What follows belongs to an exercise in optimizing a design on an open flow for small area, a short achievable clock period and few clock cycles per item; a production flow would make more cautious choices.
Only simulation tests tie the RTL to the original design; equivalence was not proved.
Power figures rest on the tool's default switching activity, not on a simulated workload.

Setup of v28:
## glyph_grid_extent_finder
module glyph_grid_extent_finder (
  input  wire logic                        clk,
  input  wire logic                        rst_n,
  input  wire logic                        cfg_we,
  input  wire logic                        cfg_index,
  input  wire logic [6:0]                  cfg_data,
  input  wire logic                        in_valid,
  output      logic                        in_stall,
  input  wire logic                        in_op,
  input  wire logic                        in_frame_start,
  input  wire logic [31:0]                 in_pixel_value,
  input  wire logic [7:0]                  in_glyph_index,
  output      logic                        out_valid,
  input  wire logic                        out_stall,
  output      logic [9:0]                  out_glyph_x,
  output      logic [10:0]                 out_glyph_y,
  output      logic [6:0]                  out_glyph_w,
  output      logic [6:0]                  out_glyph_h,
  output      logic [5:0]                  out_space_width,
  output      logic [6:0]                  out_line_height
);
  localparam logic [11:0] EMPTY = {6'd63, 6'd0};
  logic [6:0]  cw_r, ch_r;
  logic [5:0]  cwm1_r, chm1_r;
  logic [6:0]  cfg_eff;
  logic [31:0] bg_r;
  logic [7:0]  t_r;
  logic        sk_v, sk_op, sk_fs, sk_ink;
  logic [7:0]  sk_gi;
  logic        v1, op1, fs1, ink1;
  logic [7:0]  gi1;
  logic [7:0]  ra1;               
  logic [15:0] pa_row, pa_col;
  logic        pa0;
  logic [5:0]  icc_r, icr_r;
  logic [3:0]  cc_r, cr_r;
  logic [6:0]  top_r, abot_r;
  logic [11:0] ring [256];
  logic [11:0] rb   [16];          
  logic [15:0] pend;               
  logic        fl;                 
  logic        v2, s2b;           
  logic        urb2;              
  logic        par2;              
  logic [11:0] rd2;
  logic [5:0]  rr_r;              
  logic [3:0]  gcol2, grow2;
  logic [6:0]  top2, abot2;       
  ...
==> flow/config.mk <==
export PLATFORM = sky130hd
export DESIGN_NAME = glyph_grid_extent_finder
export DESIGN_NICKNAME = glyph_grid_extent_finder
export VERILOG_FILES = /design/flow/design.v
export SDC_FILE = /design/flow/constraint.sdc
export NUM_CORES = 4
export LEC_CHECK = 0
export CAP_MARGIN = 20
export CORE_MARGIN = 2
export CORE_UTILIZATION = 50
export CTS_BUF_LIST = sky130_fd_sc_hd__clkbuf_16
export CTS_CLUSTER_DIAMETER = 80
export CTS_CLUSTER_SIZE = 32
export PLACE_DENSITY = 0.6
export SETUP_SLACK_MARGIN = 4.8
export SLEW_MARGIN = 20
export TNS_END_PERCENT = 100
==> flow/constraint.sdc <==
create_clock -name core_clock -period 8.0 [get_ports {clk}]
set_input_delay 1.6000 -clock core_clock [delete_from_list [all_inputs] [get_ports {clk}]]
set_output_delay 1.6000 -clock core_clock [all_outputs]
set_load 0.01 [all_outputs]
run.sh (not shown) runs the stock make flow with config.mk's settings and CLKGATE_MAP_FILE= SYNTH_SCRIPT=/design/flow/synth_recipe.tcl, a recipe that flattens the netlist after the stock synthesis.
Testbench counts of v28, summed over its fixed seeds: cycles 44,030, items 41,958.
## Diff of input files: v27 against v28
Settings: CTS_CLUSTER_SIZE: 32 -> 24; CTS_CLUSTER_DIAMETER: 80 -> 60.
==> flow/flow/run.sh (new file) <==
#!/bin/bash
# The standard layout, with two changes: the port buffers are buf_4 cells (instead of the
# resizer's default pick, a delay buffer), and timing repair may resize a cell into any cell of
# the same function (not only one of the same footprint).
set -euo pipefail
export BUFFER_PORTS_ARGS="-buffer_cell sky130_fd_sc_hd__buf_4"
bash standard.sh MATCH_CELL_FOOTPRINT=0 finish > flow_standard.log 2>&1
==> flow/standard.sh (new file) <==
#!/bin/bash
# synth_recipe.tcl (not shown) runs the flow's synth.tcl, then flattens the netlist and writes it again
# the make line also repeats each setting of config.mk as NAME=value (left out here)
make -C /OpenROAD-flow-scripts/flow DESIGN_CONFIG=/design/flow/config.mk WORK_HOME=/design/flow/orfs CLKGATE_MAP_FILE= SYNTH_SCRIPT=/design/flow/synth_recipe.tcl "${@:-finish}"
removed: flow/run.sh
==> comparison <==
v27 consumes more power than v28 does.
Changes observed in v27 relative to v28: share of the final layout cell area in sequential cells now smaller; total of hold buffers inserted after clock tree synthesis ~0 delta; wire length of the first global-routing pass went up 0.88%.

---

Setup of before:
glyph_grid_extent_finder, a different RTL version from the one above (not shown whole).
For scale: roughly 7100 cells after synthesis, roughly 3600 flip-flops, roughly 110 I/O pins, roughly 100000 um2 of cells after synthesis.
make LEC_CHECK=0 CAP_MARGIN=20 CORE_MARGIN=2 CORE_UTILIZATION=70 CTS_BUF_LIST=sky130_fd_sc_hd__clkbuf_16 CTS_CLUSTER_DIAMETER=60 CTS_CLUSTER_SIZE=28 PLACE_DENSITY=0.8 SETUP_SLACK_MARGIN=4.8 SLEW_MARGIN=20 TNS_END_PERCENT=100 finish   # period 8.0 ns
Stock flow here: none of the scripts above is used.
No stage failed in before, and the final checks on the layout all came back clean.
Testbench counts of before, summed over its fixed seeds: cycles 44,030, items 41,958.
The following lists how after was set up differently from before:
Settings: swapping 28 for 24 in CTS_CLUSTER_SIZE; swapping 0.8 for 0.72 in PLACE_DENSITY; swapping 70 for 62 in CORE_UTILIZATION.
==> flow/flow/run.sh (new file) <==
#!/bin/bash
# The standard layout, with two changes: the port buffers are buf_4 cells (instead of the
# resizer's default pick, a delay buffer), and timing repair may resize a cell into any cell of
# the same function (not only one of the same footprint).
set -euo pipefail
export BUFFER_PORTS_ARGS="-buffer_cell sky130_fd_sc_hd__buf_4"
bash standard.sh MATCH_CELL_FOOTPRINT=0 finish > flow_standard.log 2>&1
==> flow/standard.sh (new file) <==
#!/bin/bash
# synth_recipe.tcl (not shown) runs the flow's synth.tcl, then flattens the netlist and writes it again
# the make line also repeats each setting of config.mk as NAME=value (left out here)
make -C /OpenROAD-flow-scripts/flow DESIGN_CONFIG=/design/flow/config.mk WORK_HOME=/design/flow/orfs CLKGATE_MAP_FILE= SYNTH_SCRIPT=/design/flow/synth_recipe.tcl "${@:-finish}"
removed: flow/run.sh
Results
- Every run in the comparison, before and after, completed the flow with a clean layout.
- Of before and after, the higher full die area belongs to after.
- Between after and before, it is after whose final critical-path setup slack is higher, by 0.086 ns.
- Looking at total chip power across before and after, the one that comes out lower is before.
- Row via count of the first global-routing pass: after lower / before higher
- On final wirelength, before and after are neck and neck.
- after — routed length on met1 2.9% higher, before as reference
- before → after: instance count along the most critical hold path barely changed, cell-internal power climbed about 1.3%, number of clock buffers in the layout climbed 11%.

-- static timing again, ports no longer ideal --
The flow's constraints put no driver on any port. The routed layouts listed below were extracted and timed again, unchanged, in two steps. Step 1: set_driving_cell puts a clkbuf_16 on clk and a buf_2 on each other input, an assumption about the parent block. Step 2 adds t to the input delays and takes it off the output delays; t is the mean of the earliest and latest rising clock arrival at the registers after step 1. Input paths then give back, and output paths get back, about the clock's delay inside the block. Three values: ideal, step 1, step 2; two values: the first two.
run	shift t [ns]	setup WS [ns]	worst setup path at the end	worst register clock-pin slew, ns	worst data-port slew with drivers (ns)
v28	0.901	4.721 / 4.721 / 3.962	input to register	0.12 / 0.12	0.05
v27	0.938	4.781 / 4.771 / 4.014	input to register	0.10 / 0.10	0.06
before	0.905	4.652 / 4.652 / 3.987	input to register	0.11 / 0.11	0.06
after	0.915	4.738 / 4.738 / 4.069	input to register	0.09 / 0.09	0.06
After both steps every run listed still meets setup and hold. The setup slack of v27, which loses most, moves by -0.010 ns with the drivers and by -0.767 ns with both steps.
